Source: an optimization exercise on an open RTL-to-GDS flow (aim: small area, a short achievable clock period and few clock cycles). Production flows keep margins and buffers that such runs may drop. Function was not checked in any run shown here: the RTL went through the layout flow alone. Power and IR drop assume default switching activity.

File: flow/config.mk
export PLATFORM = sky130hd
export DESIGN_NAME = fixed_partition_fit_allocator_unit
export DESIGN_NICKNAME = fixed_partition_fit_allocator_unit
export VERILOG_FILES = /design/flow/design.v
export SDC_FILE = /design/flow/constraint.sdc
export NUM_CORES = 4
export LEC_CHECK = 0
export CAP_MARGIN = 20
export CORE_MARGIN = 2
export CORE_UTILIZATION = 40
export PLACE_DENSITY = 0.6
export SETUP_SLACK_MARGIN = 1.9
export SLEW_MARGIN = 20
File: flow/constraint.sdc
create_clock -name core_clock -period 5.0 [get_ports {clock}]
set_input_delay 1.0000 -clock core_clock [delete_from_list [all_inputs] [get_ports {clock}]]
set_output_delay 1.0000 -clock core_clock [all_outputs]
set_load 0.01 [all_outputs]
File: flow/design.v
module fixed_partition_fit_allocator_unit (
   input  logic        clock,
   input  logic        reset,
   input  logic        csr_wr_en,
   input  logic [0:0]  csr_index,
   input  logic [4:0]  csr_wdata,
   input  logic        req_valid,
   output logic        req_stall,
   input  logic [20:0] req_payload,
   output logic        rsp_valid,
   input  logic        rsp_stall,
   output logic [20:0] rsp_payload
);
   localparam int N = 16;
   function automatic logic [1:0] cmp16(input logic [15:0] a, input logic [15:0] b);
      logic [15:0] g, e;
      g = a & ~b;
      e = ~(a ^ b);
      for (int st = 1; st < 16; st = st * 2)
         for (int k = 0; k < 16; k += 2 * st) begin
            g[k] = g[k+st] | (e[k+st] & g[k]);
            e[k] = e[k+st] & e[k];
         end
      cmp16 = {g[0], e[0]};
   endfunction
   function automatic logic [8:0] sub8(input logic [7:0] a, input logic [7:0] b);
      logic [7:0] g, t, gg, tt, ng, nt;
      g  = ~a & b;                          
      t  = ~a | b;                          
      gg = g;
      tt = t;
      for (int d = 1; d < 8; d = d * 2) begin
         ng = gg;
         nt = tt;
         for (int i = d; i < 8; i++) begin
            ng[i] = gg[i] | (tt[i] & gg[i-d]);
            nt[i] = tt[i] & tt[i-d];
         end
         gg = ng;
         tt = nt;
      end
      sub8[0] = a[0] ^ b[0];
      for (int i = 1; i < 8; i++) sub8[i] = a[i] ^ b[i] ^ gg[i-1];
      sub8[8] = gg[7];
   endfunction
   function automatic logic two16(input logic [15:0] x);
      logic [15:0] a, t;
      a = x;
      t = '0;
      for (int st = 1; st < 16; st = st * 2)
         for (int k = 0; k < 16; k += 2 * st) begin
            t[k] = t[k] | t[k+st] | (a[k] & a[k+st]);
            a[k] = a[k] | a[k+st];
         end
      two16 = t[0];
   endfunction
   logic            pol_next_q;
   logic            pol_bw_q;           
   logic            md_q;               
   logic [4:0]      count_q;
   logic [3:0]      ptr_q;              
   logic [N-1:0]    nf_a_q, nf_e_q;
   logic [N-1:0]    used_q;
   logic [N-1:0]    fresh_q;
   logic [15:0]     size_q [N];
   logic            rf_act_q;
   logic            rf_is_q;            
   logic [2:0]      rf_ph_q;
   logic            need_q;
   logic            v1_q, fe1_q, rf1_q, op1_q;
   logic [3:0]      idx1_q;
   logic [15:0]     w1_q;
   logic [N-1:0]    r1_q;               
   logic            v2_q, gr2_q;
   logic [N-1:0]    pick2_q;            
   logic [15:0]     b2_q;               
   logic            v3_q, gr3_q, bo3_q;
   logic [3:0]      idx3_q;
   logic [7:0]      lo3_q, hi3_q;
   logic            rsp_valid_q;
   logic [20:0]     rsp_q;
   logic freeze, accept, fe_issue, rf_issue;
   logic        in_op;
   logic [3:0]  in_idx;
   logic [15:0] in_w;
   assign in_op  = req_payload[20];
   assign in_idx = req_payload[19:16];
   assign in_w   = req_payload[15:0];
   assign freeze    = rsp_valid_q & rsp_stall;
   assign req_stall = freeze | rf_act_q | (req_valid & in_op & need_q);
   assign accept    = req_valid & ~req_stall & ~reset;
   logic [N-1:0] act;
   always_comb
      for (int i = 0; i < N; i++) act[i] = (count_q > 5'(i));
   logic         ld1;                   
   logic         s1_op, s1_req;
   logic [3:0]   s1_idx;
   logic [15:0]  want;
   logic [1:0]   cr [N];
   logic [1:0]   fcr;
   logic [N-1:0] r1;
   assign ld1    = v1_q & ~op1_q;
   assign s1_op  = ~rf_act_q & in_op;
   assign s1_req = ~rf_is_q & in_op;
   assign s1_idx = rf_is_q ? idx3_q : rf_act_q ? lo_idx : in_idx;
   assign want   = rf_is_q ? {hi3_q, lo3_q} : in_w;
   assign fcr    = cmp16(w1_q, want);
   always_comb
      for (int i = 0; i < N; i++) begin
         logic ge_i, le_i, hi_i;
         cr[i] = (ld1 && idx1_q == 4'(i)) ? fcr : cmp16(size_q[i], want);
         ge_i  = cr[i][1] | cr[i][0];
         le_i  = ~cr[i][1];
         hi_i  = (4'(i) > s1_idx);
         r1[i] = s1_req ? (ge_i & act[i]) : ((hi_i ^ md_q) ? ge_i : le_i);
      end
   assign fe_issue = rf_act_q & (rf_ph_q == 3'd0) & ~v1_q & ~v2_q & ~v3_q & ~rsp_valid_q & ~(&fresh_q);
   assign rf_issue = rf_is_q;
   always_ff @(posedge clock) begin
      if (reset) begin
         v1_q  <= 1'b0;
         fe1_q <= 1'b0;
         rf1_q <= 1'b0;
      end else if (!freeze) begin
         v1_q  <= accept;
         fe1_q <= fe_issue;
         rf1_q <= rf_issue;
      end
   end
   always_ff @(posedge clock)
      if (!freeze) begin
         op1_q  <= s1_op;
         idx1_q <= s1_idx;
         w1_q   <= want;
         r1_q   <= r1;
      end
   logic [N-1:0] dec1, upd2, ld2;
   logic         do_req2;
   assign do_req2 = v1_q & op1_q & ~freeze;
   always_comb
      for (int i = 0; i < N; i++) begin
         dec1[i] = (idx1_q == 4'(i));
         upd2[i] = (ld1 | rf1_q) & dec1[i];
         ld2[i]  = ld1 & dec1[i];
      end
   always_ff @(posedge clock)
      for (int i = 0; i < N; i++)
         if (ld2[i] && !freeze) size_q[i] <= w1_q;
   logic [N-1:0] ord [N];
   for (genvar i = 0; i < N; i++) begin : g_row
      for (genvar j = i + 1; j < N; j++) begin : g_col
         always_ff @(posedge clock) begin
            if (upd2[i])      ord[i][j] <= r1_q[j];
            else if (upd2[j]) ord[i][j] <= r1_q[i];
         end
      end
   end
   logic [N-1:0] fit;
   logic [N-1:0] beats [N];
   logic [N-1:0] win;
   logic         any_fit;
   assign fit     = r1_q & ~used_q;
   assign any_fit = |fit;
   always_comb begin
      for (int i = 0; i < N; i++) beats[i] = '0;
      for (int i = 0; i < N; i++)
         for (int j = i + 1; j < N; j++) begin
            beats[i][j] = nf_a_q[i] | ~nf_e_q[j] | (ord[i][j] & nf_e_q[i]);
            beats[j][i] = ~beats[i][j];
         end
      for (int i = 0; i < N; i++) begin
         win[i] = fit[i];
         for (int j = 0; j < N; j++)
            if (j != i) win[i] = win[i] & (~fit[j] | beats[i][j]);
      end
   end
   logic [N-1:0] win_ge, fit_at, p_at, p_all;
   logic [3:0]   win_idx;
   always_comb begin
      fit_at = fit & nf_a_q;
      p_at   = fit_at;
      p_all  = fit;
      for (int d = 1; d < N; d = d * 2)
         for (int i = N - 1; i >= d; i--) begin
            p_at[i]  = p_at[i]  | p_at[i-d];
            p_all[i] = p_all[i] | p_all[i-d];
         end
      win_ge = p_at[N-1] ? p_at : p_all;
      win_idx = '0;
      for (int i = 0; i < N; i++)
         if (win[i]) win_idx = win_idx | 4'(i);
   end
   always_ff @(posedge clock) begin
      if (reset) used_q <= '0;
      else used_q <= (used_q | (win & {N{do_req2}})) & ~ld2;
   end
   logic [N-1:0] start_therm;
   logic [1:0]   new_pol;
   logic [4:0]   new_count;
   logic         csr_we;
   logic         nf_upd;
   assign csr_we = csr_wr_en & ~reset;
   assign nf_upd = do_req2 & pol_next_q & any_fit;
   always_comb begin
      for (int i = 0; i < N; i++) start_therm[i] = (4'(i) >= ptr_q);
      new_pol   = (csr_index == 1'b0) ? csr_wdata[1:0]
                : {pol_next_q | (pol_bw_q & md_q), pol_bw_q};
      new_count = (csr_index == 1'b1) ? csr_wdata : count_q;
   end
   always_ff @(posedge clock) begin
      if (reset) begin
         pol_next_q <= 1'b0;
         pol_bw_q   <= 1'b0;
         count_q    <= 5'd16;
      end else if (csr_we) begin
         pol_next_q <= (new_pol == 2'd2);
         pol_bw_q   <= new_pol[0];
         count_q    <= new_count;
      end
   end
   logic [N-1:0] s_new;
   logic         nf_new;
   assign s_new  = ((new_pol == 2'd2) && ({1'b0, ptr_q} < new_count)) ? start_therm : '1;
   assign nf_new = ~new_pol[0];
   always_ff @(posedge clock) begin
      if (reset) begin
         ptr_q  <= 4'd0;
         nf_a_q <= '1;
         nf_e_q <= '1;
      end else if (csr_we) begin
         nf_a_q <= {N{nf_new}} & s_new;
         nf_e_q <= {N{~nf_new}} | s_new;
      end else if (nf_upd) begin
         ptr_q  <= win_idx;
         nf_a_q <= win_ge;
         nf_e_q <= win_ge;
      end
   end
   always_ff @(posedge clock) begin
      if (reset) begin
         md_q    <= 1'b0;
         fresh_q <= '0;
      end else if (csr_we && new_pol[0] && (new_pol[1] != md_q)) begin
         md_q    <= new_pol[1];
         fresh_q <= '0;
      end else begin
         fresh_q <= fresh_q | upd2;
      end
   end
   logic [N-1:0] stale, stale_lo;
   logic         two_nx, below;
   logic [3:0]   lo_idx;
   always_comb begin
      stale = ~fresh_q;
      below = 1'b0;
      for (int i = 0; i < N; i++) begin
         stale_lo[i] = stale[i] & ~below;
         below       = below | stale[i];
      end
      two_nx = two16(~(fresh_q | upd2));
      lo_idx = '0;
      for (int i = 0; i < N; i++)
         if (stale_lo[i]) lo_idx = lo_idx | 4'(i);
   end
   always_ff @(posedge clock) begin
      if (reset) begin
         rf_act_q <= 1'b0;
         rf_is_q  <= 1'b0;
         rf_ph_q  <= 3'd0;
         need_q   <= 1'b0;
      end else begin
         need_q   <= (csr_we ? new_pol[0] : pol_bw_q)
                     & (two_nx | (csr_we & new_pol[0] & (new_pol[1] != md_q)));
         rf_act_q <= req_valid & in_op & need_q;
         rf_is_q  <= req_valid & in_op & need_q & rf_act_q & (rf_ph_q == 3'd2);
         if (!rf_act_q || rf_ph_q == 3'd4) rf_ph_q <= 3'd0;
         else if (rf_ph_q != 3'd0 || fe_issue) rf_ph_q <= rf_ph_q + 3'd1;
      end
   end
   always_ff @(posedge clock) begin
      if (reset) v2_q <= 1'b0;
      else if (!freeze) v2_q <= v1_q;
   end
   always_ff @(posedge clock)
      if (!freeze) begin
         gr2_q   <= ~op1_q | any_fit;
         pick2_q <= op1_q ? win : dec1;
         b2_q    <= (op1_q & any_fit) ? w1_q : 16'd0;
      end
   logic [3:0]  idx3;
   logic [15:0] size3;
   always_comb begin
      idx3  = '0;
      size3 = '0;
      for (int i = 0; i < N; i++) begin
         if (pick2_q[i]) idx3 = idx3 | 4'(i);
         size3 = size3 | (size_q[i] & {16{pick2_q[i]}});
      end
   end
   always_ff @(posedge clock) begin
      if (reset) v3_q <= 1'b0;
      else if (!freeze) v3_q <= v2_q;
   end
   logic [8:0] lo3, hi3;
   assign lo3 = sub8(size3[7:0], b2_q[7:0]);
   assign hi3 = sub8(size3[15:8], b2_q[15:8]);
   always_ff @(posedge clock)
      if (!freeze) begin
         gr3_q  <= gr2_q;
         idx3_q <= idx3;
         lo3_q  <= lo3[7:0];
         bo3_q  <= lo3[8];
         hi3_q  <= hi3[7:0];
      end
   logic [8:0] hi4;
   assign hi4 = sub8(hi3_q, {7'd0, bo3_q});
   always_ff @(posedge clock) begin
      if (reset) rsp_valid_q <= 1'b0;
      else if (!freeze) rsp_valid_q <= v3_q;
   end
   always_ff @(posedge clock)
      if (!freeze) rsp_q <= {gr3_q, idx3_q, hi4[7:0], lo3_q};
   assign rsp_valid   = rsp_valid_q;
   assign rsp_payload = rsp_q;
endmodule
File: flow/run.sh
#!/bin/bash
# synth_recipe.tcl (not shown) runs the flow's synth.tcl, then flattens the netlist and writes it again
# the make line also repeats each setting of config.mk as NAME=value (left out here)
make -C /OpenROAD-flow-scripts/flow DESIGN_CONFIG=/design/flow/config.mk WORK_HOME=/design/flow/orfs CLKGATE_MAP_FILE= SYNTH_SCRIPT=/design/flow/synth_recipe.tcl finish
==> results of run 1 <==
==> per-layer routing <==
metal | track usage [%] | vias to the layer above | routed length (um)
li1 | - | 12700 | -
met1 | 42.2 | 14500 | 56800
met2 | 53.6 | 1922 | 67200
met3 | 7.39 | 558 | 13600
met4 | 24.6 | 0 | 12900
met5 | 0 | - | 0
==> power by group through the flow <==
stage	Sequential, W	Combinational [W]	Clock (W)
2_1_floorplan	0.00583	0.00126	0
3_3_place_gp	0.00599	0.00217	0
3_5_place_dp	0.00598	0.00216	0
4_1_cts	0.00585	0.00236	0.00491
5_1_grt	0.00587	0.00266	0.00510
6_report	0.00585	0.00253	0.00489
==> synth_stat cells, types with 14 or more instances <==
master      n  share of area (%)
a211oi_1  117                2.6
a21o_1    163                3.6
a21oi_1   166                2.5
a221oi_1   14               0.36
a22oi_1   144                3.2
a31oi_1    33               0.61
and2_1     27               0.50
and4_1     17               0.44
buf_2      23               0.34
clkbuf_1  157                1.7
dfxtp_1    87                5.2
edfxtp_1  489                 44
ha_1      308                 11
inv_1      93                1.0
mux2i_1    37                1.1
nand2_1   334                3.7
nand2b_1   28               0.52
nand3_1    61               0.91
nand4_1    77                1.4
nor2_1    185                2.1
nor2b_1    49               0.91
nor3_1     68                1.0
nor4_1     35               0.65
o211ai_1   26               0.58
o21ai_0    97                1.4
o22ai_1    51               0.95
or3_1      16               0.30
xnor2_1    17               0.44
xor2_1     14               0.36
==> final timing paths <==
| check | end | slack (ns) | start | cells after the start |
|---|---|---|---|---|
| min reg2reg | gr3_q | 0.42 | gr2_q | 0 |
| max reg2reg | r1_q[1] | 1.52 | rf_is_q | 11 |
| max | r1_q[1] | 1.50 | req_payload[12] | 10 |
| min | gr3_q | 0.42 | gr2_q | 0 |
==> logic make-up after synthesis <==
| kind of cell | count (synthesis) | share of synthesized area, % |
|---|---|---|
| simple gates | 958 | 14.2 |
| mux | 39 | 1.17 |
| buf+inv | 297 | 3.50 |
| compound gates | 971 | 20.1 |
| xor+xnor | 31 | 0.805 |
| fa+ha+maj | 311 | 11.6 |
| flops | 576 | 48.7 |
==> area by class of cell <==
type	instances	area (sq um)
inverter	98	405
clock buffer	80	1790
timing repair buffer	325	3020
sequential	576	16400
tap	1080	1350
fill	7600	42900
antenna	1	2.50
clock inverter	38	350
multi-input combinational	2311	17300
==> repair_timing <==
action,4_1_cts,5_1_grt
gates resized for setup,134,114
pin swaps,34,37
buffers inserted,84,47
setup endpoints to repair,73,64
hold endpoints to repair,0,0
gates cloned,2,1
==> per-stage QoR <==
step | std cells | util [%] | hold slack (ns) | power (W)
floorplan | 3183 | - | 0.400 | 0.00709
global placement | 4254 | 43.3 | 0.405 | 0.00816
detailed placement | 4255 | 43.3 | 0.407 | 0.00815
CTS | 4459 | 47.6 | 0.426 | 0.0131
global route | 4508 | 48.7 | 0.426 | 0.0136
finish | 4509 | 48.7 | 0.423 | 0.0133
==> results by group, run 1 <==
Route
  – Number of remaining DRC errors: 0
  – First-pass detailed-route iteration total: 6
  – Routed WL: 151000 um
  – Starting DRT DRC Count: 3599
  – WL/cell: 33.4 um
  – Routed Antenna Nets: 0
  – Vias: 29600
  – Detail-routed via count per cell: 6.57

Power
  – Gate power share: 19.1%
  – Peak VDD IR: 0.323 mV
  – Static Leak: 16.4 nW
  – Clock power share: 36.8%
  – Power density over the cells: 326 nW/um^2
  – Reg power frac: 44.1%
  – Cell Int Power: 0.00927 W
  – Switching Fraction: 30.2%
  – Sw power: 0.00401 W

Clock tree
  – CTS Sinks: 576
  – Clk pin slew, worst setup/hold paths: 0.06 ns
  – Hold Buf Count CTS: 0
  – Insertion delay to the later sink of the worst-skew pair: 0.65 ns
  – CTS buffer count: 67
  – Clock Path Buffers: 3
  – H-tree levels: 3
  – Clock root cell: clkbuf_16
  – TritonCTS clock tree: built

Logic synthesis
  – Synth Area per Inst: 10.6 sq um
  – Syn_nets: 3525
  – Synth Warn #: 5
  – Post-synth top flop: edfxtp_1
  – Async S/R FF share, synth: 0%
  – Register bit total from synthesis: 576
  – Seq/Total Area, Yosys: 48.7%
  – Synth Cell Area: 33700 sq um
  – Synth unique cells: 103
  – Post-Synthesis Cells: 3183
  – Post-synth EDFFs: 489

Setup path
  – CP Class: primary input to register
  – Worst path max stage delay: 0.76 ns
  – Worst Setup Start Kind: primary input
  – Worst Path Buf+Inv: 2
  – Max FO, Critical Path: 15
  – CP max stage cell: a2111oi_4
  – CP Capture Type: register
  – Crit path cell chain: clkdlybuf4s50_1 -> mux2i_4 -> buf_8 -> ha_1 -> and4_4 -> a2111oi_4 -> o31ai_2 -> o21ai_1 -> or3b_1 -> a21oi_2
  – Critical path's top delay family: compound AO/OA/AOI/OAI gates
  – CP Data Required Time: 5.48 ns
  – Worst EP arrival: 3.99 ns

GRT
  – Largest net degree at the start of global routing: 64
  – GRT Overall Usage: 34.4%
  – Total gr overflow: 0
  – Initial antenna violation count: 1
  – Global-route wire length before repair: 212000 um
  – Vias in the first global route: 28300

Layout
  – Most frequent cells in the layout: edfxtp_1 (489), nand2_1 (332), ha_1 (295)
  – Share of cells above drive strength 1: 17.6%
  – Final instance area: 40700 sq um
  – Final layout net count: 3721
  – Max reg flops: 256
  – Largest Register: size_q
  – Top Registers: size_q (256), ord (120), rsp_q (21)
  – Most common cell after layout, fill and taps aside: edfxtp_1
  – Area Growth Syn to Fin: 20.7%

Timing
  – RSZ-0062 raised after global routing: true
  – Final Cycle Share: 70.0%
  – Final Hold Vio Count: 0
  – Slew headroom: 23.3%
  – Max-slew violations: 0
  – Clock Skew: 0.0329 ns
  – Max Freq: 286 MHz
  – Tightest Pin Transition: 1.15 ns
  – Post-Route Setup TNS: 0 ns
  – Final setup vio count: 0
  – Setup ws final: 1.50 ns
  – Clock period minus worst slack: 3.50 ns

Placed design
  – HPWL Detailed: 111000 um
  – Buffers on Ports: 54
  – Worst slack at placement: 0.524 ns
  – Placed cell area: 36200 sq um
  – Routability Congestion: 1.05

Hold path
  – Worst hold-check path type: register to register

Floorplanning
  – Die X: 294 um
  – Die Ht: 294 um
  – Die area: 86600 sq um
  – Core Rows: 106
  – Initial Util: 40.4%
  – I/O pin count: 55
  – Core Area: 83600 sq um

Run
  – Max-cap check violation count: 0

Run status
  – Status: no timing/DRC/antenna violations
==> run 2, diff against run 1 <==
--- a/flow/design.v
+++ b/flow/design.v
@@ -59,7 +59,7 @@
    logic            md_q;               
    logic [4:0]      count_q;
    logic [3:0]      ptr_q;              
-   logic [N-1:0]    nf_a_q, nf_e_q;
+   logic [N-1:0]    nf_a_q, nf_b_q, nf_e_q;
    logic [N-1:0]    used_q;
    logic [N-1:0]    fresh_q;
    logic [15:0]     size_q [N];
@@ -77,8 +77,6 @@
    logic            v3_q, gr3_q, bo3_q;
    logic [3:0]      idx3_q;
    logic [7:0]      lo3_q, hi3_q;
-   logic            rsp_valid_q;
-   logic [20:0]     rsp_q;
    logic freeze, accept, fe_issue, rf_issue;
    logic        in_op;
    logic [3:0]  in_idx;
@@ -86,7 +84,7 @@
    assign in_op  = req_payload[20];
    assign in_idx = req_payload[19:16];
    assign in_w   = req_payload[15:0];
-   assign freeze    = rsp_valid_q & rsp_stall;
+   assign freeze    = v3_q & rsp_stall;
    assign req_stall = freeze | rf_act_q | (req_valid & in_op & need_q);
    assign accept    = req_valid & ~req_stall & ~reset;
    logic [N-1:0] act;
@@ -114,7 +112,7 @@
          hi_i  = (4'(i) > s1_idx);
          r1[i] = s1_req ? (ge_i & act[i]) : ((hi_i ^ md_q) ? ge_i : le_i);
       end
-   assign fe_issue = rf_act_q & (rf_ph_q == 3'd0) & ~v1_q & ~v2_q & ~v3_q & ~rsp_valid_q & ~(&fresh_q);
+   assign fe_issue = rf_act_q & (rf_ph_q == 3'd0) & ~v1_q & ~v2_q & ~v3_q & ~(&fresh_q);
    assign rf_issue = rf_is_q;
    always_ff @(posedge clock) begin
       if (reset) begin
@@ -165,7 +163,7 @@
       for (int i = 0; i < N; i++) beats[i] = '0;
       for (int i = 0; i < N; i++)
          for (int j = i + 1; j < N; j++) begin
-            beats[i][j] = nf_a_q[i] | ~nf_e_q[j] | (ord[i][j] & nf_e_q[i]);
+            beats[i][j] = nf_a_q[i] | nf_b_q[j] | (ord[i][j] & nf_e_q[i]);
             beats[j][i] = ~beats[i][j];
          end
       for (int i = 0; i < N; i++) begin
@@ -226,13 +224,16 @@
       if (reset) begin
          ptr_q  <= 4'd0;
          nf_a_q <= '1;
+         nf_b_q <= '0;
          nf_e_q <= '1;
       end else if (csr_we) begin
          nf_a_q <= {N{nf_new}} & s_new;
+         nf_b_q <= {N{nf_new}} & ~s_new;
          nf_e_q <= {N{~nf_new}} | s_new;
       end else if (nf_upd) begin
          ptr_q  <= win_idx;
          nf_a_q <= win_ge;
+         nf_b_q <= ~win_ge;
          nf_e_q <= win_ge;
       end
    end
@@ -314,12 +315,6 @@
       end
    logic [8:0] hi4;
    assign hi4 = sub8(hi3_q, {7'd0, bo3_q});
-   always_ff @(posedge clock) begin
-      if (reset) rsp_valid_q <= 1'b0;
-      else if (!freeze) rsp_valid_q <= v3_q;
-   end
-   always_ff @(posedge clock)
-      if (!freeze) rsp_q <= {gr3_q, idx3_q, hi4[7:0], lo3_q};
-   assign rsp_valid   = rsp_valid_q;
-   assign rsp_payload = rsp_q;
+   assign rsp_valid   = v3_q;
+   assign rsp_payload = {gr3_q, idx3_q, hi4[7:0], lo3_q};
 endmodule
==> run 2 against run 1 <==
Still clean; utilization increased by 1.5 points; cell area increased by 1.6%; sequential share of layout area decreased by 1.5 points; setup slack improved by 0.17 ns; sequential power decreased by 3%; critical path type unchanged; largest cell class unchanged; highest routed layer is now met5.
==> results by group, run 2 <==
Route
  – Detail-routed via count per cell: 6.59 (was 6.57)
  – Number of remaining DRC errors: 0 (unchanged)
  – Starting DRT DRC Count: 3544 (was 3599)
  – WL/cell: 33.6 um (was 33.4 um)
  – Routed WL: 152000 um (was 151000 um)
  – First-pass detailed-route iteration total: 7 (was 6)
  – Routed Antenna Nets: 0 (unchanged)
  – Vias: 29900 (was 29600)

Timing
  – Final Cycle Share: 66.6% (was 70.0%)
  – Slew headroom: 23.4% (was 23.3%)
  – Max Freq: 300 MHz (was 286 MHz)
  – Final Hold Vio Count: 0 (unchanged)
  – Tightest Pin Transition: 1.15 ns (about the same)
  – Clock Skew: 0.0401 ns (was 0.0329 ns)
  – Post-Route Setup TNS: 0 ns (unchanged)
  – Final setup vio count: 0 (unchanged)
  – Clock period minus worst slack: 3.33 ns (was 3.50 ns)
  – Max-slew violations: 0 (unchanged)
  – RSZ-0062 raised after global routing: true (unchanged)

GRT
  – Total gr overflow: 0 (unchanged)
  – Global-route wire length before repair: 212000 um (about the same)
  – GRT Overall Usage: 34.6% (was 34.4%)
  – Largest net degree at the start of global routing: 56 (was 64)
  – Vias in the first global route: 28500 (was 28300)
  – Initial antenna violation count: 3 (was 1)

Layout
  – Final layout net count: 3755 (was 3721)
  – Antenna fix cells: 0 (was 1)
  – Most common cell after layout, fill and taps aside: edfxtp_1 (unchanged)
  – Fill cell count: 7353 (was 7600)
  – Most frequent cells in the layout: edfxtp_1 (468), nand2_1 (315), ha_1 (265) (was edfxtp_1 (489), nand2_1 (332), ha_1 (295))
  – Max reg flops: 256 (unchanged)
  – Share of cells above drive strength 1: 20.6% (was 17.6%)
  – Top Registers: size_q (256), ord (120) (was size_q (256), ord (120), rsp_q (21))
  – Fin util: 50.2% (was 48.7%)
  – Largest Register: size_q (unchanged)
  – Non-filler cells, final: 4534 (was 4509)
  – Area Growth Syn to Fin: 23.9% (was 20.7%)

Floorplanning
  – I/O pin count: 55 (unchanged)
  – Core Rows: 105 (was 106)
  – Initial Util: 40.5% (was 40.4%)
  – Die Ht: 293 um (was 294 um)
  – Die X: 293 um (was 294 um)
  – Die area: 85700 sq um (was 86600 sq um)
  – Core Area: 82400 sq um (was 83600 sq um)

Clock tree
  – Clock Path Buffers: 3 (unchanged)
  – CTS buffer count: 67 (unchanged)
  – Hold Buf Count CTS: 0 (unchanged)
  – Insertion delay to the later sink of the worst-skew pair: 0.63 ns (was 0.65 ns)
  – Clk pin slew, worst setup/hold paths: 0.05 ns (was 0.06 ns)
  – H-tree levels: 3 (unchanged)
  – CTS Sinks: 568 (was 576)
  – Clock root cell: clkbuf_16 (unchanged)
  – TritonCTS clock tree: built (unchanged)

Logic synthesis
  – Syn_nets: 3531 (was 3525)
  – Synth Cell Area: 33400 sq um (was 33700 sq um)
  – Post-synth top flop: edfxtp_1 (unchanged)
  – Register bit total from synthesis: 568 (was 576)
  – Count leader, synth: edfxtp_1 (unchanged)
  – Top cells by area, synth: edfxtp_1 (42%), ha_1 (12%), dfxtp_1 (6.0%), a21o_1 (4.0%), nand2_1 (3.7%) (was edfxtp_1 (44%), ha_1 (11%), dfxtp_1 (5.2%), nand2_1 (3.7%), a21o_1 (3.6%))
  – Synth Area per Inst: 10.5 sq um (was 10.6 sq um)
  – Async S/R FF share, synth: 0% (unchanged)
  – Post-synth EDFFs: 468 (was 489)
  – Top cells by count, synth: edfxtp_1 (468), nand2_1 (329), ha_1 (308) (was edfxtp_1 (489), nand2_1 (334), ha_1 (308))
  – Post-Synthesis Cells: 3189 (was 3183)
  – Synth Warn #: 5 (unchanged)
  – Seq/Total Area, Yosys: 48.1% (was 48.7%)
  – Area share of the largest cell type after synthesis: 42.1% (was 43.6%)
  – Post-synthesis cell type with the largest combined area: edfxtp_1 (unchanged)
  – Synth unique cells: 88 (was 103)

Run status
  – Status: no timing/DRC/antenna violations (unchanged)

Setup path
  – CP Data Required Time: 5.37 ns (was 5.48 ns)
  – CP Capture Type: register (unchanged)
  – Worst R2R Path Depth: 13 (was 11)
  – Max FO, Critical Path: 14 (was 15)
  – Worst EP arrival: 3.70 ns (was 3.99 ns)
  – Worst Setup Start Kind: primary input (unchanged)
  – CP Class: primary input to register (unchanged)

Placed design
  – HPWL Detailed: 110000 um (was 111000 um)
  – Buffers on Ports: 54 (unchanged)
  – Routability Congestion: 1.05 (about the same)
  – Placed cells: 4250 (was 4255)

Power
  – Peak VDD IR: 0.433 mV (was 0.323 mV)
  – Power Total: 0.0133 W (about the same)
  – Static Leak: 16.7 nW (was 16.4 nW)
  – Power density over the cells: 323 nW/um^2 (was 326 nW/um^2)

Hold path
  – Worst hold-check path type: register to register (unchanged)
  – WHS Path Cells: 0 (unchanged)

Run
  – Max-cap check violation count: 0 (unchanged)
## run 2: timing repair
item                                    in CTS  in global routing
pin swaps                                   90                 93
resized for setup                          226                153
cloned                                       4                  2
buffers inserted                           105                 53
endpoints found under the setup margin     109                 69
## run 2: per-layer routing
layer	part of all wire, %	GRT usage [%]	up-vias
met1	38	42.8	14600
met4	8.5	24.5	6
met5	0.030	0	-
li1	-	-	12700
met2	45	55.3	1950
met3	8.6	5.69	569
## run 2: layout make-up
class	instances	area [sq um]	area share [%]
clock inverter	27	364	0.881
inverter	83	315	0.763
tap	1070	1340	3.24
clock buffer	93	1850	4.49
multi-input combinational	2335	18100	43.7
sequential	568	16100	38.9
timing repair buffer	358	3330	8.06
## run 2: report_power, final
group / switching [W] / internal [W]
Sequential: 0.000299 / 0.00537
Combinational: 0.00156 / 0.00104
Clock: 0.00209 / 0.00297
## run 2: path summary, 6_finish.rpt
path	from	to	slack, ns
worst max-delay path	req_payload[0]	r1_q[5]	1.67
worst min register to register	gr2_q	gr3_q	0.43
worst max register to register	rf_is_q	r1_q[5]	1.68
worst min-delay path	gr2_q	gr3_q	0.43
## run 2: kinds of logic after synthesis
logic type	share of synthesized area (%)
flops	48.1
simple gates	14.0
mux	1.46
xor+xnor	0.893
buf+inv	3.37
compound gates	20.4
fa+ha+maj	11.7
## run 2: critical path: stages
cell	delay [ns]
clkdlybuf4s50_1	0.50
mux2i_4	0.12
buf_8	0.20
ha_1	0.21
a21oi_1	0.15
nor2b_1	0.09
o211ai_1	0.32
a21oi_1	0.11
or4_4	0.47
a21oi_2	0.15
a31oi_1	0.10
mux2_4	0.27
## run 2: through the flow
step	instance area [sq um]	hold WS, ns	setup slack, ns
floorplan	33800	0.400	1.33
global placement	35900	0.413	0.606
detailed placement	35900	0.418	0.552
CTS	40100	0.431	1.73
global route	41300	0.438	1.64
finish	41300	0.426	1.67
==> run 3, diff against run 2 <==
--- a/flow/design.v
+++ b/flow/design.v
@@ -91,7 +91,7 @@
    always_comb
       for (int i = 0; i < N; i++) act[i] = (count_q > 5'(i));
    logic         ld1;                   
-   logic         s1_op, s1_req;
+   logic         s1_op;
    logic [3:0]   s1_idx;
    logic [15:0]  want;
    logic [1:0]   cr [N];
@@ -99,7 +99,6 @@
    logic [N-1:0] r1;
    assign ld1    = v1_q & ~op1_q;
    assign s1_op  = ~rf_act_q & in_op;
-   assign s1_req = ~rf_is_q & in_op;
    assign s1_idx = rf_is_q ? idx3_q : rf_act_q ? lo_idx : in_idx;
    assign want   = rf_is_q ? {hi3_q, lo3_q} : in_w;
    assign fcr    = cmp16(w1_q, want);
@@ -110,7 +109,7 @@
          ge_i  = cr[i][1] | cr[i][0];
          le_i  = ~cr[i][1];
          hi_i  = (4'(i) > s1_idx);
-         r1[i] = s1_req ? (ge_i & act[i]) : ((hi_i ^ md_q) ? ge_i : le_i);
+         r1[i] = s1_op ? (ge_i & act[i]) : ((hi_i ^ md_q) ? ge_i : le_i);
       end
    assign fe_issue = rf_act_q & (rf_ph_q == 3'd0) & ~v1_q & ~v2_q & ~v3_q & ~(&fresh_q);
    assign rf_issue = rf_is_q;
--- a/flow/config.mk
+++ b/flow/config.mk
@@ -8,6 +8,7 @@
 export CAP_MARGIN = 20
 export CORE_MARGIN = 2
 export CORE_UTILIZATION = 40
+export CTS_BUF_LIST = sky130_fd_sc_hd__clkbuf_4 sky130_fd_sc_hd__clkbuf_8
 export PLACE_DENSITY = 0.6
-export SETUP_SLACK_MARGIN = 1.9
+export SETUP_SLACK_MARGIN = 2.2
 export SLEW_MARGIN = 20
==> run 3 against run 2 <==
Highest routed layer is now met4; sequential power about the same; sequential share of layout area down 1.7 points; area after synthesis up 0.24%; critical endpoint is now rsp_payload[15]; via count increased by 5.4%; clock-buffer cell count rose by 56; die area up 0.24%; cell area is 4.8% higher; combinational power up 13%; register-to-register slack better by 0.10 ns; worst hold slack got worse by 0.021 ns.
==> results by group, run 3 <==
Power
  – Power density over the cells: 313 nW/um^2 (was 323 nW/um^2)
  – Static Leak: 17.6 nW (was 16.7 nW)
  – Peak VDD IR: 0.250 mV (was 0.433 mV)

Logic synthesis
  – Register bit total from synthesis: 568 (unchanged)
  – Syn_nets: 3543 (was 3531)
  – Top cells by count, synth: edfxtp_1 (468), nand2_1 (312), ha_1 (308) (was edfxtp_1 (468), nand2_1 (329), ha_1 (308))
  – Synth Cell Area: 33400 sq um (about the same)
  – Synth unique cells: 87 (was 88)
  – Count leader, synth: edfxtp_1 (unchanged)
  – Synth Area per Inst: 10.4 sq um (was 10.5 sq um)
  – Area share of the largest cell type after synthesis: 42.0% (was 42.1%)
  – Seq/Total Area, Yosys: 48.0% (was 48.1%)
  – Post-synthesis cell type with the largest combined area: edfxtp_1 (unchanged)
  – Synth Warn #: 5 (unchanged)
  – Post-synth EDFFs: 468 (unchanged)
  – Top cells by area, synth: edfxtp_1 (42%), ha_1 (12%), dfxtp_1 (6.0%), a21o_1 (4.0%), a22oi_1 (3.5%) (was edfxtp_1 (42%), ha_1 (12%), dfxtp_1 (6.0%), a21o_1 (4.0%), nand2_1 (3.7%))
  – Post-synth top flop: edfxtp_1 (unchanged)
  – Async S/R FF share, synth: 0% (unchanged)
  – Post-Synthesis Cells: 3201 (was 3189)

Hold path
  – Worst hold-check path type: register to register (unchanged)

Layout
  – Top Registers: size_q (256), ord (120) (unchanged)
  – Most frequent cells in the layout: edfxtp_1 (468), nand2_1 (299), buf_4 (282) (was edfxtp_1 (468), nand2_1 (315), ha_1 (265))
  – Final layout net count: 3916 (was 3755)
  – Most common cell after layout, fill and taps aside: edfxtp_1 (unchanged)
  – Largest Register: size_q (unchanged)
  – Share of cells above drive strength 1: 27.2% (was 20.6%)
  – Non-filler cells, final: 4746 (was 4534)
  – Final instance area: 43300 sq um (was 41300 sq um)
  – Area Growth Syn to Fin: 29.5% (was 23.9%)
  – Max reg flops: 256 (unchanged)

Setup path
  – CP Class: register to output port (was primary input to register)
  – Reg2reg end: r1_q[13] (was r1_q[5])
  – Setup crit end: rsp_payload[15] (was r1_q[5])
  – Worst Path Buf+Inv: 2 (unchanged)
  – Worst EP arrival: 2.34 ns (was 3.70 ns)
  – Crit path cell chain: inv_2 -> ha_4 -> nand2_4 -> nor4_4 -> nor3b_4 -> xor2_1 -> buf_2 (was clkdlybuf4s50_1 -> mux2i_4 -> buf_8 -> ha_1 -> a21oi_1 -> nor2b_1 -> o211ai_1 -> a21oi_1 -> or4_4 -> a21oi_2 -> a31oi_1 -> mux2_4)
  – Worst R2R Path Depth: 15 (was 13)
  – Crit Reg-Reg Startpoint: rf_is_q (unchanged)
  – Critical path's top delay family: simple AND/OR/NAND/NOR gates (was compound AO/OA/AOI/OAI gates)
  – CP max stage cell: edfxtp_1 (was clkdlybuf4s50_1)
  – CP Depth: 7 (was 12)
  – CP Data Required Time: 4.00 ns (was 5.37 ns)
  – Worst path max stage delay: 0.40 ns (was 0.50 ns)
  – Worst reg-to-reg setup slack: 1.78 ns (was 1.68 ns)
  – Max FO, Critical Path: 2 (was 14)
  – Worst Setup Start Kind: register (was primary input)
  – Setup crit start: hi3_q[0] (was req_payload[0])
  – CP Capture Type: output port (was register)

Placed design
  – Buffers on Ports: 54 (unchanged)
  – Worst slack at placement: 0.544 ns (was 0.552 ns)
  – HPWL Detailed: 108000 um (was 110000 um)
  – Placed cell area: 36100 sq um (was 35900 sq um)
  – Placed cells: 4273 (was 4250)
  – Routability Congestion: 1.05 (about the same)

Floorplanning
  – Die Ht: 293 um (about the same)
  – Core Area: 83200 sq um (was 82400 sq um)
  – I/O pin count: 55 (unchanged)
  – Die area: 85900 sq um (was 85700 sq um)
  – Core Rows: 106 (was 105)
  – Die X: 293 um (about the same)
  – Initial Util: 40.2% (was 40.5%)

Clock tree
  – Clock root cell: clkbuf_8 (was clkbuf_16)
  – Insertion delay to the later sink of the worst-skew pair: 0.80 ns (was 0.63 ns)
  – TritonCTS clock tree: built (unchanged)
  – H-tree levels: 3 (unchanged)
  – Clk pin slew, worst setup/hold paths: 0.06 ns (was 0.05 ns)
  – Hold Buf Count CTS: 0 (unchanged)
  – CTS buffer count: 101 (was 67)
  – CTS Sinks: 568 (unchanged)
  – Clock Path Buffers: 3 (unchanged)

Timing
  – Max Freq: 300 MHz (about the same)
  – Clock Skew: 0.0589 ns (was 0.0401 ns)
  – Final Hold Vio Count: 0 (unchanged)
  – Tightest Pin Transition: 1.04 ns (was 1.15 ns)
  – RSZ-0062 raised after global routing: true (unchanged)
  – Max-slew violations: 0 (unchanged)
  – Post-Route Setup TNS: 0 ns (unchanged)
  – Final Cycle Share: 66.7% (was 66.6%)
  – Clock period minus worst slack: 3.34 ns (was 3.33 ns)
  – Slew headroom: 30.2% (was 23.4%)
  – Setup ws final: 1.66 ns (was 1.67 ns)
  – Final setup vio count: 0 (unchanged)

Route
  – Detail-routed via count per cell: 6.63 (was 6.59)
  – Vias: 31500 (was 29900)
  – Routed WL: 156000 um (was 152000 um)
  – Starting DRT DRC Count: 4223 (was 3544)
  – WL/cell: 32.9 um (was 33.6 um)
  – Number of remaining DRC errors: 0 (unchanged)
  – First-pass detailed-route iteration total: 6 (was 7)
  – Routed Antenna Nets: 0 (unchanged)

Run
  – Max-cap check violation count: 0 (unchanged)

GRT
  – Global-route wire length before repair: 216000 um (was 212000 um)
  – Largest net degree at the start of global routing: 62 (was 56)
  – Total gr overflow: 0 (unchanged)
  – Initial antenna violation count: 2 (was 3)
  – Vias in the first global route: 29400 (was 28500)
  – GRT Overall Usage: 35.1% (was 34.6%)

Run status
  – Status: no timing/DRC/antenna violations (unchanged)
run 3: changes by cell type after synthesis, sizes merged, moves of 9 or more:
cell	before	now
a211o	32	20
a211oi	128	147
a21oi	152	166
a31oi	11	20
nand2	329	312
nand2b	28	38
nor2	225	240
o211ai	25	15
o21ai	112	95
run 3: power breakdown:
group          total [W]  internal (W)  switching (W)
registers        0.00570       0.00537       0.000328
logic            0.00293       0.00120        0.00173
clock network    0.00494       0.00267        0.00226
run 3: repair_timing:
| action | CTS | global route |
|---|---|---|
| buffers inserted | 205 | 64 |
| cloned | 4 | 5 |
| endpoints found under the setup margin | 326 | 149 |
| pin swaps | 127 | 133 |
| resized for setup | 380 | 214 |
run 3: logic make-up (layout without fill, tap and decap cells):
| group | Yosys count | after routing | synth area share [%] |
|---|---|---|---|
| AOI/OAI and AO/OA | 997 | 998 | 20.8 |
| buffers and inverters | 281 | 735 | 3.27 |
| other | 0 | 5 | 0 |
| DFF | 568 | 568 | 48.0 |
| and+or+nand+nor | 973 | 978 | 14.2 |
| muxes | 37 | 37 | 1.11 |
| xor gates and xnor gates | 33 | 33 | 0.864 |
| adders and majority gates | 312 | 312 | 11.7 |
run 3: worst register-to-register path, cell delays in order (launching register included):
cell and delay (ns):
dfxtp_4 0.39, buf_12 0.15, buf_4 0.14, mux2i_4 0.19, buf_12 0.16, buf_6 0.15, ha_4 0.27, nand4_1 0.23
nor3_4 0.32, a21oi_4 0.12, o21ai_4 0.16, buf_6 0.16, o22ai_4 0.06, o211ai_1 0.13, o21ai_1 0.12, a221oi_2 0.32
run 3: cell type report:
class	instances	area, sq um
Fill cell	7259	39900
Multi-Input combinational cell	2358	18900
Sequential cell	568	16100
Timing Repair Buffer	455	4310
Clock buffer	149	1880
Tap cell	1080	1350
Clock inverter	41	405
Inverter	90	352
Antenna cell	5	12.5
run 3: layer usage:
metal | vias up | GRT usage (%) | share of wire (%)
li1 | 13100 | - | -
met1 | 15400 | 46.6 | 38
met2 | 2388 | 51.9 | 42
met3 | 556 | 9.32 | 12
met4 | 0 | 19.2 | 6.8
met5 | - | 0 | 0
run 3: worst min path at each step:
stage	cells after the start	startpoint	endpoint	slack, ns
final	0	gr2_q	gr3_q	0.41
after global routing	0	gr2_q	gr3_q	0.43
after CTS	0	gr2_q	gr3_q	0.42
after detailed placement	0	gr2_q	gr3_q	0.41
after global placement	0	gr2_q	gr3_q	0.41
after floorplan	0	gr2_q	gr3_q	0.40
run 3: per-stage QoR:
| stage | util [%] | total power, W | hold WS [ns] |
|---|---|---|---|
| finish | 52.1 | 0.0136 | 0.405 |
| CTS | 50.1 | 0.0133 | 0.419 |
| detailed placement | 43.4 | 0.00806 | 0.407 |
| global route | 52.0 | 0.0139 | 0.431 |
| global placement | 43.4 | 0.00807 | 0.409 |
| floorplan | - | 0.00697 | 0.400 |
==> run 4, diff against run 3 <==
--- a/flow/config.mk
+++ b/flow/config.mk
@@ -10,5 +10,5 @@
 export CORE_UTILIZATION = 40
 export CTS_BUF_LIST = sky130_fd_sc_hd__clkbuf_4 sky130_fd_sc_hd__clkbuf_8
 export PLACE_DENSITY = 0.6
-export SETUP_SLACK_MARGIN = 2.2
+export SETUP_SLACK_MARGIN = 1.9
 export SLEW_MARGIN = 20
==> run 4 against run 3 <==
Largest cell class unchanged; combinational power is 11% lower; die area stayed put; critical path type is now register to register; total power is 2.2% lower; sequential cell count stayed put; register-to-register slack worse by 0.10 ns; still clean; clock power hardly changed; non-clock buffer count is 115 lower; sequential share of layout area is 2.0 points higher.
==> results by group, run 4 <==
Logic synthesis
  – Synth unique cells: 87 (unchanged)
  – Async S/R FF share, synth: 0% (unchanged)
  – Seq/Total Area, Yosys: 48.0% (unchanged)
  – Post-synthesis cell type with the largest combined area: edfxtp_1 (unchanged)
  – Synth Warn #: 5 (unchanged)
  – Syn_nets: 3543 (unchanged)
  – Area share of the largest cell type after synthesis: 42.0% (unchanged)
  – Post-synth EDFFs: 468 (unchanged)
  – Post-Synthesis Cells: 3201 (unchanged)
  – Synth Cell Area: 33400 sq um (unchanged)
  – Post-synth top flop: edfxtp_1 (unchanged)
  – Register bit total from synthesis: 568 (unchanged)
  – Top cells by area, synth: edfxtp_1 (42%), ha_1 (12%), dfxtp_1 (6.0%), a21o_1 (4.0%), a22oi_1 (3.5%) (unchanged)
  – Count leader, synth: edfxtp_1 (unchanged)
  – Synth Area per Inst: 10.4 sq um (unchanged)
  – Top cells by count, synth: edfxtp_1 (468), nand2_1 (312), ha_1 (308) (unchanged)

Layout
  – Fill cell count: 7443 (was 7259)
  – Max reg flops: 256 (unchanged)
  – Final layout net count: 3796 (was 3916)
  – Top Registers: size_q (256), ord (120) (unchanged)
  – Most frequent cells in the layout: edfxtp_1 (468), nand2_1 (305), ha_1 (285) (was edfxtp_1 (468), nand2_1 (299), buf_4 (282))
  – Share of cells above drive strength 1: 20.1% (was 27.2%)
  – Area Growth Syn to Fin: 22.7% (was 29.5%)
  – Most common cell after layout, fill and taps aside: edfxtp_1 (unchanged)
  – Largest Register: size_q (unchanged)

Setup path
  – Worst Path Buf+Inv: 3 (was 2)
  – Most used cell, CP: buf_6
  – Worst path max stage delay: 0.43 ns (was 0.40 ns)
  – CP Capture Type: register (was output port)
  – Max FO, Critical Path: 4 (was 2)
  – Crit path cell chain: buf_4 -> buf_6 -> mux2i_4 -> buf_6 -> ha_1 -> and2_1 -> a221o_1 -> a221oi_4 -> nand2_1 -> o22ai_2 -> o211ai_1 -> a21oi_1 -> a211oi_2 (was inv_2 -> ha_4 -> nand2_4 -> nor4_4 -> nor3b_4 -> xor2_1 -> buf_2)
  – Worst Setup Start Kind: register (unchanged)
  – Critical path's top delay family: compound AO/OA/AOI/OAI gates (was simple AND/OR/NAND/NOR gates)
  – CP Data Required Time: 5.48 ns (was 4.00 ns)
  – CP max stage cell: a221oi_4 (was edfxtp_1)
  – Worst EP arrival: 3.80 ns (was 2.34 ns)
  – CP Class: register to register (was register to output port)

Route
  – Routed Antenna Nets: 0 (unchanged)
  – Starting DRT DRC Count: 4297 (was 4223)
  – First-pass detailed-route iteration total: 6 (unchanged)
  – Number of remaining DRC errors: 0 (unchanged)
  – Routed WL: 148000 um (was 156000 um)
  – WL/cell: 32.1 um (was 32.9 um)
  – Detail-routed via count per cell: 6.63 (about the same)
  – Vias: 30700 (was 31500)

Power
  – Peak VDD IR: 0.210 mV (was 0.250 mV)
  – Power density over the cells: 323 nW/um^2 (was 313 nW/um^2)
  – Power Total: 0.0133 W (was 0.0136 W)
  – Static Leak: 16.7 nW (was 17.6 nW)

Clock tree
  – Hold Buf Count CTS: 0 (unchanged)
  – Clk pin slew, worst setup/hold paths: 0.06 ns (about the same)
  – Clock Path Buffers: 3 (unchanged)
  – TritonCTS clock tree: built (unchanged)
  – Insertion delay to the later sink of the worst-skew pair: 0.78 ns (was 0.80 ns)
  – H-tree levels: 3 (unchanged)
  – Clock root cell: clkbuf_8 (unchanged)
  – CTS buffer count: 101 (unchanged)
  – CTS Sinks: 568 (unchanged)

Timing
  – Hold Slack: 0.425 ns (was 0.405 ns)
  – Post-Route Setup TNS: 0 ns (unchanged)
  – Final Hold Vio Count: 0 (unchanged)
  – Max Freq: 301 MHz (was 300 MHz)
  – Slew headroom: 16.5% (was 30.2%)
  – RSZ-0062 raised after global routing: true (unchanged)
  – Tightest Pin Transition: 1.24 ns (was 1.04 ns)
  – Max-slew violations: 0 (unchanged)
  – Clock period minus worst slack: 3.32 ns (was 3.34 ns)
  – Clock Skew: 0.0906 ns (was 0.0589 ns)
  – Final Cycle Share: 66.5% (was 66.7%)
  – Final setup vio count: 0 (unchanged)

Run status
  – Status: no timing/DRC/antenna violations (unchanged)

Placed design
  – Routability Congestion: 1.07 (was 1.05)
  – HPWL Detailed: 105000 um (was 108000 um)
  – Buffers on Ports: 54 (unchanged)

GRT
  – Largest net degree at the start of global routing: 52 (was 62)
  – Vias in the first global route: 29000 (was 29400)
  – Initial antenna violation count: 4 (was 2)
  – Total gr overflow: 0 (unchanged)
  – Global-route wire length before repair: 209000 um (was 216000 um)
  – GRT Overall Usage: 33.6% (was 35.1%)

Floorplanning
  – I/O pin count: 55 (unchanged)
  – Core Rows: 106 (unchanged)
  – Core Area: 83200 sq um (unchanged)
  – Die area: 85900 sq um (unchanged)
  – Die Ht: 293 um (unchanged)
  – Die X: 293 um (unchanged)
  – Initial Util: 40.2% (unchanged)

Hold path
  – Worst hold-check path type: register to register (unchanged)

Run
  – Max-cap check violation count: 0 (unchanged)
==> run 4: cell counts after synthesis <==
Identical to the previous run, type by type.
==> run 4: per-stage QoR <==
step / worst slack, ns / util [%] / cell area [sq um] / instances
2_1_floorplan: 1.06 / - / 33900 / 3201
3_3_place_gp: 0.599 / 43.0 / 35800 / 4248
3_5_place_dp: 0.638 / 43.0 / 35800 / 4248
4_1_cts: 1.66 / 47.6 / 39600 / 4548
5_1_grt: 1.57 / 49.3 / 41000 / 4620
6_report: 1.68 / 49.3 / 41000 / 4621
==> run 4: report_power, final <==
group          switching (W)  leakage (nW)  total [W]  internal (W)
Combinational        0.00158          10.3    0.00262       0.00104
Sequential          0.000344          5.21    0.00572       0.00537
Clock                0.00217          1.19    0.00493       0.00276
Total                0.00410          16.7     0.0133       0.00917
==> run 4: repair_timing <==
action | in CTS | in global routing
cloned | 4 | 1
gates resized for setup | 172 | 150
setup buffers | 108 | 70
pin swaps | 43 | 106
setup endpoints to repair | 218 | 107
==> run 4: final timing paths <==
kind | depth (start not counted) | startpoint | to | slack [ns]
worst min register to register | 0 | gr2_q | gr3_q | 0.43
worst max register to register | 13 | rf_is_q | r1_q[3] | 1.68
worst min-delay path | 0 | gr2_q | gr3_q | 0.43
worst max-delay path | 13 | rf_is_q | r1_q[3] | 1.68
==> run 4: area by class of cell <==
class / count / area, sq um / share of cell area, %
Clock inverter: 36 / 399 / 0.973
Tap cell: 1080 / 1350 / 3.29
Clock buffer: 152 / 1850 / 4.52
Antenna cell: 2 / 5.00 / 0.0122
Multi-Input combinational cell: 2353 / 17900 / 43.6
Sequential cell: 568 / 16100 / 39.1
Timing Repair Buffer: 340 / 3120 / 7.59
Inverter: 90 / 342 / 0.833
==> run 4: kinds of logic (layout without fill, tap and decap cells) <==
logic type	after synthesis	after routing	synth area share [%]
AOI/OAI and AO/OA	997	997	20.8
xor gates and xnor gates	33	33	0.864
adders and majority gates	312	312	11.7
buffers and inverters	281	618	3.27
DFF	568	568	48.0
muxes	37	37	1.11
other	0	2	0
and+or+nand+nor	973	974	14.2
==> run 4: routing by layer <==
layer,track usage (%),vias to the layer above,wire [um]
li1,-,12900,-
met1,45.6,15100,58500
met2,50.2,2273,63300
met3,8.81,434,18600
met4,15.4,0,7960
met5,0,-,0
==> run 4: worst register-to-register path: stages, from the launching register on <==
cell and delay [ns]:
dfxtp_4 0.42, buf_4 0.14, buf_6 0.11, mux2i_4 0.33, buf_6 0.16, ha_1 0.22
and2_1 0.18, a221o_1 0.38, a221oi_4 0.43, nand2_1 0.12, o22ai_2 0.16, o211ai_1 0.14
a21oi_1 0.20, a211oi_2 0.07
==> run 5, diff against run 4 <==
--- a/flow/design.v
+++ b/flow/design.v
@@ -68,7 +68,7 @@
    logic [2:0]      rf_ph_q;
    logic            need_q;
    logic            v1_q, fe1_q, rf1_q, op1_q;
-   logic [3:0]      idx1_q;
+   logic [N-1:0]    dec1_q;             
    logic [15:0]     w1_q;
    logic [N-1:0]    r1_q;               
    logic            v2_q, gr2_q;
@@ -105,7 +105,7 @@
    always_comb
       for (int i = 0; i < N; i++) begin
          logic ge_i, le_i, hi_i;
-         cr[i] = (ld1 && idx1_q == 4'(i)) ? fcr : cmp16(size_q[i], want);
+         cr[i] = (ld1 && dec1_q[i]) ? fcr : cmp16(size_q[i], want);
          ge_i  = cr[i][1] | cr[i][0];
          le_i  = ~cr[i][1];
          hi_i  = (4'(i) > s1_idx);
@@ -127,18 +127,17 @@
    always_ff @(posedge clock)
       if (!freeze) begin
          op1_q  <= s1_op;
-         idx1_q <= s1_idx;
+         for (int i = 0; i < N; i++) dec1_q[i] <= (s1_idx == 4'(i));
          w1_q   <= want;
          r1_q   <= r1;
       end
-   logic [N-1:0] dec1, upd2, ld2;
+   logic [N-1:0] upd2, ld2;
    logic         do_req2;
    assign do_req2 = v1_q & op1_q & ~freeze;
    always_comb
       for (int i = 0; i < N; i++) begin
-         dec1[i] = (idx1_q == 4'(i));
-         upd2[i] = (ld1 | rf1_q) & dec1[i];
-         ld2[i]  = ld1 & dec1[i];
+         upd2[i] = (ld1 | rf1_q) & dec1_q[i];
+         ld2[i]  = ld1 & dec1_q[i];
       end
    always_ff @(posedge clock)
       for (int i = 0; i < N; i++)
@@ -284,7 +283,7 @@
    always_ff @(posedge clock)
       if (!freeze) begin
          gr2_q   <= ~op1_q | any_fit;
-         pick2_q <= op1_q ? win : dec1;
+         pick2_q <= op1_q ? win : dec1_q;
          b2_q    <= (op1_q & any_fit) ? w1_q : 16'd0;
       end
    logic [3:0]  idx3;
--- a/flow/config.mk
+++ b/flow/config.mk
@@ -8,7 +8,6 @@
 export CAP_MARGIN = 20
 export CORE_MARGIN = 2
 export CORE_UTILIZATION = 40
-export CTS_BUF_LIST = sky130_fd_sc_hd__clkbuf_4 sky130_fd_sc_hd__clkbuf_8
 export PLACE_DENSITY = 0.6
 export SETUP_SLACK_MARGIN = 1.9
 export SLEW_MARGIN = 20
==> run 5 against run 4 <==
Non-clock buffer count up 8; sequential share of layout area up 0.94 points; clock skew down 0.063 ns; synthesized cell count down 0.87%; critical path depth down 3; maximum frequency up 3.0%; clock power up 3%; clock-buffer cell count down 62; routed wire length down 0.89%; critical endpoint is now r1_q[4]; largest power group unchanged.
==> results by group, run 5 <==
Route
  – Detail-routed via count per cell: 6.60 (was 6.63)
  – Vias: 29900 (was 30700)
  – Routed WL: 147000 um (was 148000 um)
  – WL met3: 20900 um (was 18600 um)
  – WL met1: 58000 um (was 58500 um)
  – Uppermost layer routed: met5 (was met4)
  – Metal2 WL: 60900 um (was 63300 um)
  – Starting DRT DRC Count: 4495 (was 4297)
  – First-pass detailed-route iteration total: 8 (was 6)
  – WL/cell: 32.5 um (was 32.1 um)
  – Routed Antenna Nets: 0 (unchanged)
  – Number of remaining DRC errors: 0 (unchanged)

Clock tree
  – Clock root cell: clkbuf_16 (was clkbuf_8)
  – Clk pin slew, worst setup/hold paths: 0.06 ns (about the same)
  – Insertion delay to the later sink of the worst-skew pair: 0.64 ns (was 0.78 ns)
  – CTS Sinks: 580 (was 568)
  – H-tree levels: 3 (unchanged)
  – CTS buffer count: 69 (was 101)
  – Clock Path Buffers: 3 (unchanged)
  – Hold Buf Count CTS: 0 (unchanged)
  – TritonCTS clock tree: built (unchanged)

Layout
  – Top Registers: size_q (256), ord (120) (unchanged)
  – Area Growth Syn to Fin: 21.7% (was 22.7%)
  – Largest Register: size_q (unchanged)
  – Most frequent cells in the layout: edfxtp_1 (480), nand2_1 (329), ha_1 (290) (was edfxtp_1 (468), nand2_1 (305), ha_1 (285))
  – Most common cell after layout, fill and taps aside: edfxtp_1 (unchanged)
  – Final layout net count: 3736 (was 3796)
  – Share of cells above drive strength 1: 18.9% (was 20.1%)
  – Non-filler cells, final: 4530 (was 4621)
  – Fin util: 49.1% (was 49.3%)
  – Max reg flops: 256 (unchanged)

Logic synthesis
  – Post-synth top flop: edfxtp_1 (unchanged)
  – Synth unique cells: 88 (was 87)
  – Async S/R FF share, synth: 0% (unchanged)
  – Synth Warn #: 5 (unchanged)
  – Post-synth EDFFs: 480 (was 468)
  – Register bit total from synthesis: 580 (was 568)
  – Synth Area per Inst: 10.6 sq um (was 10.4 sq um)
  – Top cells by count, synth: edfxtp_1 (480), nand2_1 (337), ha_1 (308) (was edfxtp_1 (468), nand2_1 (312), ha_1 (308))
  – Syn_nets: 3515 (was 3543)
  – Seq/Total Area, Yosys: 48.8% (was 48.0%)
  – Post-synthesis cell type with the largest combined area: edfxtp_1 (unchanged)
  – Post-Synthesis Cells: 3173 (was 3201)
  – Count leader, synth: edfxtp_1 (unchanged)
  – Synth Cell Area: 33700 sq um (was 33400 sq um)
  – Top cells by area, synth: edfxtp_1 (43%), ha_1 (11%), dfxtp_1 (5.9%), nand2_1 (3.8%), a22oi_1 (3.5%) (was edfxtp_1 (42%), ha_1 (12%), dfxtp_1 (6.0%), a21o_1 (4.0%), a22oi_1 (3.5%))
  – Area share of the largest cell type after synthesis: 42.8% (was 42.0%)

Power
  – Peak VDD IR: 0.270 mV (was 0.210 mV)
  – Gate power share: 19.7% (was 19.8%)
  – Sw power: 0.00412 W (was 0.00410 W)
  – Power density over the cells: 332 nW/um^2 (was 323 nW/um^2)
  – Static Leak: 16.7 nW (about the same)
  – Clock power share: 37.3% (was 37.1%)
  – Cell Int Power: 0.00946 W (was 0.00917 W)
  – Reg power frac: 43.0% (was 43.1%)
  – Switching Fraction: 30.4% (was 30.9%)

Floorplanning
  – Die area: 86500 sq um (was 85900 sq um)
  – I/O pin count: 55 (unchanged)
  – Core Area: 83400 sq um (was 83200 sq um)
  – Die X: 294 um (was 293 um)
  – Core Rows: 106 (unchanged)
  – Die Ht: 294 um (was 293 um)
  – Initial Util: 40.3% (was 40.2%)

Placed design
  – Buffers on Ports: 54 (unchanged)
  – Routability Congestion: 1.04 (was 1.07)
  – HPWL Detailed: 104000 um (was 105000 um)
  – Placed cells: 4248 (unchanged)

GRT
  – Global-route wire length before repair: 205000 um (was 209000 um)
  – Largest net degree at the start of global routing: 72 (was 52)
  – GRT Overall Usage: 33.2% (was 33.6%)
  – Total gr overflow: 0 (unchanged)
  – Vias in the first global route: 28100 (was 29000)
  – Initial antenna violation count: 5 (was 4)

Timing
  – Final Hold Vio Count: 0 (unchanged)
  – Slew headroom: 24.5% (was 16.5%)
  – Max-slew violations: 0 (unchanged)
  – Final setup vio count: 0 (unchanged)
  – Tightest Pin Transition: 1.13 ns (was 1.24 ns)
  – Max Freq: 310 MHz (was 301 MHz)
  – RSZ-0062 raised after global routing: true (unchanged)
  – Clock period minus worst slack: 3.23 ns (was 3.32 ns)
  – Final Cycle Share: 64.6% (was 66.5%)
  – Clock Skew: 0.0273 ns (was 0.0906 ns)
  – Post-Route Setup TNS: 0 ns (unchanged)

Setup path
  – Worst Setup Start Kind: primary input (was register)
  – CP Class: primary input to register (was register to register)
  – Max FO, Critical Path: 7 (was 4)
  – CP Data Required Time: 5.38 ns (was 5.48 ns)
  – CP Capture Type: register (unchanged)
  – Crit Reg-Reg Startpoint: rf_is_q (unchanged)
  – Worst EP arrival: 3.60 ns (was 3.80 ns)
  – Worst reg-to-reg setup slack: 1.80 ns (was 1.68 ns)
  – Setup crit start: req_payload[8] (was rf_is_q)

Run status
  – Status: no timing/DRC/antenna violations (unchanged)

Run
  – Max-cap check violation count: 0 (unchanged)

Hold path
  – Min-delay src: gr2_q (unchanged)
  – Worst hold-check path type: register to register (unchanged)
==> run 5: final timing paths <==
kind / end / cells after the start
worst max-delay path: r1_q[4] / 10
worst min-delay path: gr3_q / 0
worst max register to register: r1_q[4] / 11
worst min register to register: gr3_q / 0
==> run 5: critical path, stage by stage <==
cell             delay [ns]
clkdlybuf4s50_1        0.50
mux2i_4                0.10
buf_6                  0.16
ha_1                   0.31
nand3_2                0.10
nor3_4                 0.36
nand3_4                0.17
o211a_1                0.27
or4_1                  0.50
o211a_1                0.13
==> run 5: power groups by stage <==
stage          clock network [W]  registers [W]  logic, W
3_5_place_dp                   0        0.00598   0.00222
3_3_place_gp                   0        0.00598   0.00222
2_1_floorplan                  0        0.00577   0.00135
4_1_cts                  0.00510        0.00584   0.00243
6_report                 0.00507        0.00585   0.00267
5_1_grt                  0.00528        0.00586   0.00281
==> run 5: repair_timing <==
action,4_1_cts,5_1_grt
pin swaps,40,77
cloned,3,3
endpoints found under the setup margin,104,62
setup buffers,112,37
gates resized for setup,160,137
==> run 5: cell type report <==
cell class | instances | area [sq um]
Fill cell | 7504 | 42500
Tap cell | 1080 | 1350
Clock inverter | 36 | 297
Inverter | 90 | 344
Antenna cell | 1 | 2.50
Clock buffer | 90 | 1920
Sequential cell | 580 | 16400
Timing Repair inverter | 1 | 5.00
Timing Repair Buffer | 348 | 3140
Multi-Input combinational cell | 2304 | 17500
==> run 5: stage by stage <==
stage | hold slack [ns] | power (W) | setup slack, ns | instance area, sq um
after floorplan | 0.400 | 0.00712 | 1.78 | 34100
after global placement | 0.417 | 0.00820 | 0.489 | 36100
after detailed placement | 0.419 | 0.00820 | 0.448 | 36100
after CTS | 0.435 | 0.0134 | 1.82 | 40000
after global routing | 0.439 | 0.0139 | 1.74 | 41000
final | 0.431 | 0.0136 | 1.77 | 41000
==> run 5: cells by family after synthesis <==
| logic type | after synthesis | synth area share, % |
|---|---|---|
| compound gates | 974 | 20.5 |
| xor+xnor | 32 | 0.833 |
| fa+ha+maj | 310 | 11.6 |
| buf+inv | 291 | 3.46 |
| flops | 580 | 48.8 |
| mux | 46 | 1.43 |
| simple gates | 940 | 13.4 |
==> run 5: routing by layer <==
metal / vias to the layer above / global-route usage (%)
met1: 14600 / 45.5
met4: 6 / 14.0
met3: 401 / 11.2
met5: - / 0
li1: 12700 / -
met2: 2200 / 47.5

[static timing again, ports no longer ideal]
In the flow no input, the clock included, has a driving cell. The finished layouts below were timed again as built, in two steps. Step 1 (the two cells are an assumption about what drives the block):
set clk [get_ports {clock}]
set_driving_cell -lib_cell sky130_fd_sc_hd__clkbuf_16 $clk
set_driving_cell -lib_cell sky130_fd_sc_hd__buf_2 [delete_from_list [all_inputs] $clk]
Step 2 adds t to the input delays and takes it off the output delays; t is the mean of the earliest and latest rising clock arrival at the registers after step 1. Input paths then give back, and output paths get back, about the clock's delay inside the block. Three values: ideal, step 1, step 2; two values: the first two.
run	shift t [ns]	setup WS [ns]	hold WS [ns]	worst setup path after step 2	pins driven straight from the clock port
run 1	0.698	1.498 / 1.522 / 0.845	0.423 / 0.423 / 0.423	input to register	1
run 2	0.679	1.668 / 1.684 / 1.030	0.426 / 0.426 / 0.426	input to register	1
run 3	0.834	1.665 / 1.599 / 1.023	0.405 / 0.405 / 0.405	input to register	1
run 4	0.801	1.676 / 1.666 / 0.925	0.425 / 0.425 / 0.425	input to register	1
run 5	0.696	1.772 / 1.804 / 1.121	0.431 / 0.431 / 0.431	input to register	1
After both steps every run listed still meets setup and hold. For run 4, which loses most, drivers alone change the setup slack by -0.010 ns; drivers and shift together by -0.751 ns.
